This design comes from an exercise in tuning for small area and a short achievable clock period on the open sky130 flow, not from production work. In this exercise RTL edits were held to simulation tests only and were not proved equivalent to the original. No activity file was given, so power comes from the tool's default toggle rates.

## flow/design.v (module list and top-level ports; edited modules follow where they fit)
// module fir_fa: 11 lines
// module fir_filter: 1644 lines
module fir_filter
(
    input  logic              clk,
    input  logic              rst_n,
    input  logic [fir_pkg::WD_IN-1:0]  data_in,
    output logic [fir_pkg::WD_OUT-1:0] data_out
);
  // ...
==> flow/flow/run.sh <==
#!/bin/bash
# Own layout flow: the standard ORFS flow (standard.sh, unchanged synthesis,
# floorplan, power grid and tap cells), with two changes to how the layout is made:
#  - port buffers are buf_4 cells instead of the delay-buffer cell buffer_ports
#    picks by default;
#  - ORFS's timing repair aims for setup slack of 8.75 ns at the design's 12.5 ns
#    clock, so it repairs the paths that set the achieved period.
# The SDC (clock period, I/O delays, load) is the standard flow's own, unchanged.
set -euo pipefail
bash standard.sh \
  "BUFFER_PORTS_ARGS=-buffer_cell sky130_fd_sc_hd__buf_4" \
  SETUP_SLACK_MARGIN=8.75 \
  finish > standard_flow.log 2>&1
==> flow/standard.sh <==
#!/bin/bash
# synth_recipe.tcl (not shown) runs the flow's synth.tcl, then flattens the netlist and writes it again
# the make line also repeats each setting of config.mk as NAME=value (left out here)
make -C /OpenROAD-flow-scripts/flow DESIGN_CONFIG=/design/flow/config.mk WORK_HOME=/design/flow/orfs CLKGATE_MAP_FILE= SYNTH_SCRIPT=/design/flow/synth_recipe.tcl "${@:-finish}"
==> flow/config.mk <==
export PLATFORM = sky130hd
export DESIGN_NAME = fir_filter
export DESIGN_NICKNAME = fir_filter
export VERILOG_FILES = /design/flow/design.v
export SDC_FILE = /design/flow/constraint.sdc
export NUM_CORES = 4
export LEC_CHECK = 0
export CAP_MARGIN = 20
export CORE_MARGIN = 2
export CORE_UTILIZATION = 40
export SLEW_MARGIN = 20
export SYNTH_HIERARCHICAL = 1
export SYNTH_MINIMUM_KEEP_SIZE = 0
==> flow/constraint.sdc <==
create_clock -name core_clock -period 12.5 [get_ports {clk}]
set_input_delay 2.5000 -clock core_clock [delete_from_list [all_inputs] [get_ports {clk}]]
set_output_delay 2.5000 -clock core_clock [all_outputs]
set_load 0.01 [all_outputs]
==> results.sh, run 1 <==
export IMPL_finClkSkew_ns=0.0313
export IMPL_overflow=0
export IMPL_status="complete, no violations"
export IMPL_wl_met1_um=22400
export IMPL_core_area_um2=60500
export IMPL_cp_arrival_ns=1.19
export IMPL_yosysWarnings=7
export IMPL_seq_area_um2=12000
export IMPL_timing_fmax_mhz=271
export IMPL_crit_path_max_fanout=1
export IMPL_layout_nonclk_buf_share_pct=1.68
export IMPL_synth_edff_count=0
export IMPL_largest_class="sequential cells"
export IMPL_cp_slowest_cell="dfrtp_1"
export IMPL_wl_met3_um=2500
export IMPL_htreeDepth=2
export IMPL_ios=50
export IMPL_place_area_um2=26100
export IMPL_yosysSeqAreaShare_pct=49.1
export IMPL_top_layer_used="met4"
export IMPL_synth_commonest_cells="514 x fa_1, 481 x dfrtp_1, 166 x inv_1, 46 x ha_1, 32 x a21oi_1"
export IMPL_fin_crit_sh_pct=29.5
export IMPL_synth_seq_cells=481
export IMPL_grt_use_met1_pct=24.8
export IMPL_post_cts_buffers=0
export IMPL_synth_flop_cell="dfrtp_1"
export IMPL_drive_gt1_share_pct=13.9
export IMPL_min_period_ns=3.69
export IMPL_p_clk_share_pct=19.6
export IMPL_firstDrtPassIters=5
export IMPL_synthMuxAreaShare_pct=0.0561
export IMPL_die_w_um=252
export IMPL_clk_pin_slew_worst_paths_ns=0.06
export IMPL_clk_power_mw=1.55
export IMPL_place_congestion=0.885
export IMPL_power_density_nw_per_um2=284
export IMPL_ctsHoldBuffers=0
export IMPL_area_delta_synth_final_pct=14.0
export IMPL_dp_cells=2195
export IMPL_cpLargestDelayFamily="flip-flops"
export IMPL_use_met3_pct=3.19
==> run 2: changes to the inputs <==
--- a/flow/config.mk
+++ b/flow/config.mk
@@ -8,6 +8,8 @@
 export CAP_MARGIN = 20
 export CORE_MARGIN = 2
 export CORE_UTILIZATION = 40
+export CTS_CLUSTER_DIAMETER = 80
+export CTS_CLUSTER_SIZE = 30
 export SLEW_MARGIN = 20
 export SYNTH_HIERARCHICAL = 1
 export SYNTH_MINIMUM_KEEP_SIZE = 0
==> run 2 against run 1 <==
  * Critical endpoint is now data_out[8]
  * Sequential power about the same
  * Routed wire length down 3.1%
  * Die area unchanged
  * Synthesized area stayed put
  * Critical path depth unchanged
  * Combinational power shrank 1%
==> results.sh, run 2 <==
export IMPL_status="complete, no violations"
export IMPL_clk_path_buf_depth=3
export IMPL_ios=50
export IMPL_synth_compound_area_share_pct=2.13
export IMPL_synth_seq_cells=481
export IMPL_p_leak_nw=11.7
export IMPL_synth_commonest_cells="514 x fa_1, 481 x dfrtp_1, 166 x inv_1, 46 x ha_1, 32 x a21oi_1"
export IMPL_async_flop_share_pct=100
export IMPL_tns_ns=0
export IMPL_placementRows=90
export IMPL_ff2ff_path_depth=6
export IMPL_place_congestion=0.885
export IMPL_largest_register="d_q"
export IMPL_place_detailed_hpwl_um=41600
export IMPL_start_kind="flop"
export IMPL_grt_pass1_vias=12900
export IMPL_dp_cells=2195
export IMPL_largest_reg_flops=360
export IMPL_min_from="d_q[295]$_DFF_PP0_"
export IMPL_cp_slowest_cell="dfrtp_1"
export IMPL_power_density_nw_per_um2=272
export IMPL_drive_gt1_share_pct=12.0
export IMPL_cts_root_buf="clkbuf_16"
export IMPL_place_area_um2=26100
export IMPL_r2r_end="t2_q[14]$_DFF_PP0_"
export IMPL_yosysWarnings=7
export IMPL_tightest_slew_ns=0.944
export IMPL_synth_largest_area_cell="dfrtp_1"
export IMPL_firstDrtPassIters=5
export IMPL_diodes=0
export IMPL_p_comb_share_pct=57.5
export IMPL_drt_iter0_drc=774
export IMPL_path_depth=1
export IMPL_grt_first_pass_wirelength_um=78800
export IMPL_setup_ws_ns=8.79
export IMPL_floorplan_initialDensity_pct=40.5
export IMPL_overflow=0
export IMPL_crit_path_max_fanout=1
export IMPL_end_kind="output pin"
export IMPL_hold_path_class="reg2reg"
export IMPL_drv_slew=0
export IMPL_wire_per_inst_um=22.1
export IMPL_finClkSkew_ns=0.0422
export IMPL_clk_pin_slew_worst_paths_ns=0.10
export IMPL_syn_area_per_cell_um2=18.0
export IMPL_die_area_um2=63300
export IMPL_cts_made_buffers=27
export IMPL_synth_most_common_cell="fa_1"
export IMPL_synth_edff_count=0
export IMPL_synth_distinct_cells=45
export IMPL_pwr_share_seq_pct=28.0
export IMPL_top_regs="d_q: 360 flops, t0_q: 33 flops"
export IMPL_cts_tree="built"
export IMPL_rsz0062_at_grt="yes"
export IMPL_wirelength_um=49600
export IMPL_instances_no_fill=2244
export IMPL_hold_end="d_q[319]$_DFF_PP0_"
export IMPL_r2r_start="d_q[83]$_DFF_PP0_"
export IMPL_pre_cts_slack_ns=7.49
export IMPL_ctsHoldBuffers=0
export IMPL_p_total_mw=7.39
export IMPL_fin_nets=2028
export IMPL_switchingPower_mw=3.06
export IMPL_cpLargestDelayFamily="flip-flops"
export IMPL_clock_latency_ns=0.61
export IMPL_fin_area_um2=27200
export IMPL_switching_share_pct=41.5
export IMPL_final_common_cell="dfrtp_1"
export IMPL_critical_path_buf_inv_count=1
export IMPL_drc=0
export IMPL_area_delta_synth_final_pct=10.9
export IMPL_synthSimpleGateAreaFrac_pct=1.00
export IMPL_yosysSeqAreaShare_pct=49.1
export IMPL_viasPerCell=4.70
export IMPL_vias=10500
export IMPL_synthXorXnorAreaFrac_pct=0.715
export IMPL_netlist_top_cells_area="dfrtp_1 49%, fa_1 42%, inv_1 2.5%"
export IMPL_syn_nets=1948
export IMPL_timing_fmax_mhz=270
export IMPL_cts_sinks=481
export IMPL_netlist_instances=1362
export IMPL_antenna_found_initial=0
export IMPL_synth_flop_cell="dfrtp_1"
export IMPL_cp_required_ns=10.00
export IMPL_p_clk_share_pct=14.6
export IMPL_holdPathStages=0
export IMPL_r2r_setup_slack_ns=8.83
export IMPL_finalHoldViolCount=0
export IMPL_ir_drop_mv=0.172
export IMPL_synthMuxAreaShare_pct=0.0561
export IMPL_slew_headroom_pct=37.1
export IMPL_netlist_area_leader_share_pct=49.1
export IMPL_synth_adder_area_share_pct=44.3
export IMPL_final_cell_mix="479 x dfrtp_1, 477 x fa_1, 142 x inv_1, 49 x buf_4, 46 x ha_1"
export IMPL_cap_violations=0
export IMPL_die_w_um=252
export IMPL_intPower_mw=4.33
export IMPL_crit_chain="buf_4"
export IMPL_critical_path_class="reg2out"
export IMPL_synth_top_family_by_area="adder cells"
export IMPL_fp_dieH_um=252
export IMPL_grt_max_degree=149
export IMPL_synth_area_um2=24500
export IMPL_ant_nets=0
export IMPL_cpPeakStageDelay_ns=0.45
export IMPL_grt_use_total_pct=16.9
export IMPL_port_buffer_count=49
export IMPL_cp_arrival_ns=1.21
export IMPL_core_area_um2=60500
export IMPL_htreeDepth=1
export IMPL_min_period_ns=3.71
export IMPL_fin_crit_sh_pct=29.7
export IMPL_setup_viol=0
export IMPL_fill_cells=5175
-- run 2: cell counts after synthesis --
Identical to the previous run, type by type.
-- run 2: stage by stage --
step                hold slack [ns]  util (%)
CTS                           0.343      44.9
finish                        0.341      44.9
global route                  0.343      44.9
detailed placement            0.335      43.1
floorplan                     0.331         -
global placement              0.334      43.1
-- run 2: cell type report --
type                    instances  area (µm²)  area share (%)
flip-flops and latches        481       12000            44.3
multi-input cells             711       11900            43.9
well taps                     782         978            3.60
inverters                     166         739            2.72
clock buffers                  28         679            2.50
repair buffers                 55         473            1.74
clock inverters                21         342            1.26
-- run 2: logic make-up (layout without fill, tap and decap cells) --
group,after synthesis,in the layout
AO/OA/AOI/OAI,80,80
XOR/XNOR,20,20
adder cells (fa/ha/maj),560,560
buffers and inverters,170,270
flip-flops,481,481
multiplexers,1,1
AND/OR/NAND/NOR,50,50
-- run 2: metal layers --
metal / track usage, % / part of all wire, %
met5: 0 / 0
met4: 2.94 / 1.8
met3: 2.53 / 4.0
met2: 27.6 / 50
met1: 24.7 / 45
-- run 2: per-module statistics from Yosys (local to each module, per instance) --
module | area (µm²) | cells | copies in the design | flops+latches
fir_filter | 14200 | 848 | 1 | 481
fir_fa | 20.0 | 1 | 514 | 0
-- run 2: repair_timing --
action	4_1_cts	5_1_grt
setup buffers	0	0
resized for setup	7	23
setup endpoints to repair	187	194
cloned	0	0
pin swaps	0	0
-- run 2: power groups by stage --
stage               combinational (mW)  clock (mW)  sequential [mW]
floorplan                         2.99           0             2.07
global placement                  4.21           0             2.10
detailed placement                4.31           0             2.11
CTS                               4.33        1.12             2.07
global route                      4.86        1.17             2.10
finish                            4.25        1.08             2.07
-- run 2: worst max path at each step --
stage / from / to / slack (ns)
floorplan: rst_n / d_q[0]$_DFF_PP0_ / 3.48
global placement: rst_n / d_q[35]$_DFF_PP0_ / 7.56
detailed placement: rst_n / d_q[351]$_DFF_PP0_ / 7.49
CTS: data_out[12]$_DFF_PP0_ / data_out[12] / 8.75
global route: t0_q[23]$_DFF_PP0_ / data_out[20]$_DFF_PP0_ / 8.67
finish: data_out[8]$_DFF_PP0_ / data_out[8] / 8.79

-- separate check: timing with driven ports --
The results above use ideal ports. As a check the final layouts listed here were re-extracted and re-timed, cells and wires unchanged.
Step 1 sets driving cells, clkbuf_16 on the clock port and buf_2 on the other inputs (assumed; they add their load-dependent delay and slew).
Step 2 adds t to the input delays and takes it off the output delays; t is the mean of the earliest and latest rising clock arrival at the registers after step 1. Input paths then give back, and output paths get back, about the clock's delay inside the block.
a / b / c = no drivers / after step 1 / after step 2; a / b = the first two.
run | t (ns) | setup WS [ns] | hold slack, ns | worst setup path after step 2 | worst data-port slew with drivers (ns)
run 1 | 0.646 | 8.809 / 8.753 / 8.357 | 0.340 / 0.340 / 0.340 | input to register | 0.05
run 2 | 0.648 | 8.791 / 8.736 / 8.363 | 0.341 / 0.341 / 0.341 | input to register | 0.05
After both steps setup and hold are still met in every run listed. The setup slack of run 1, which loses most, moves by -0.056 ns with the drivers and by -0.452 ns with both steps.
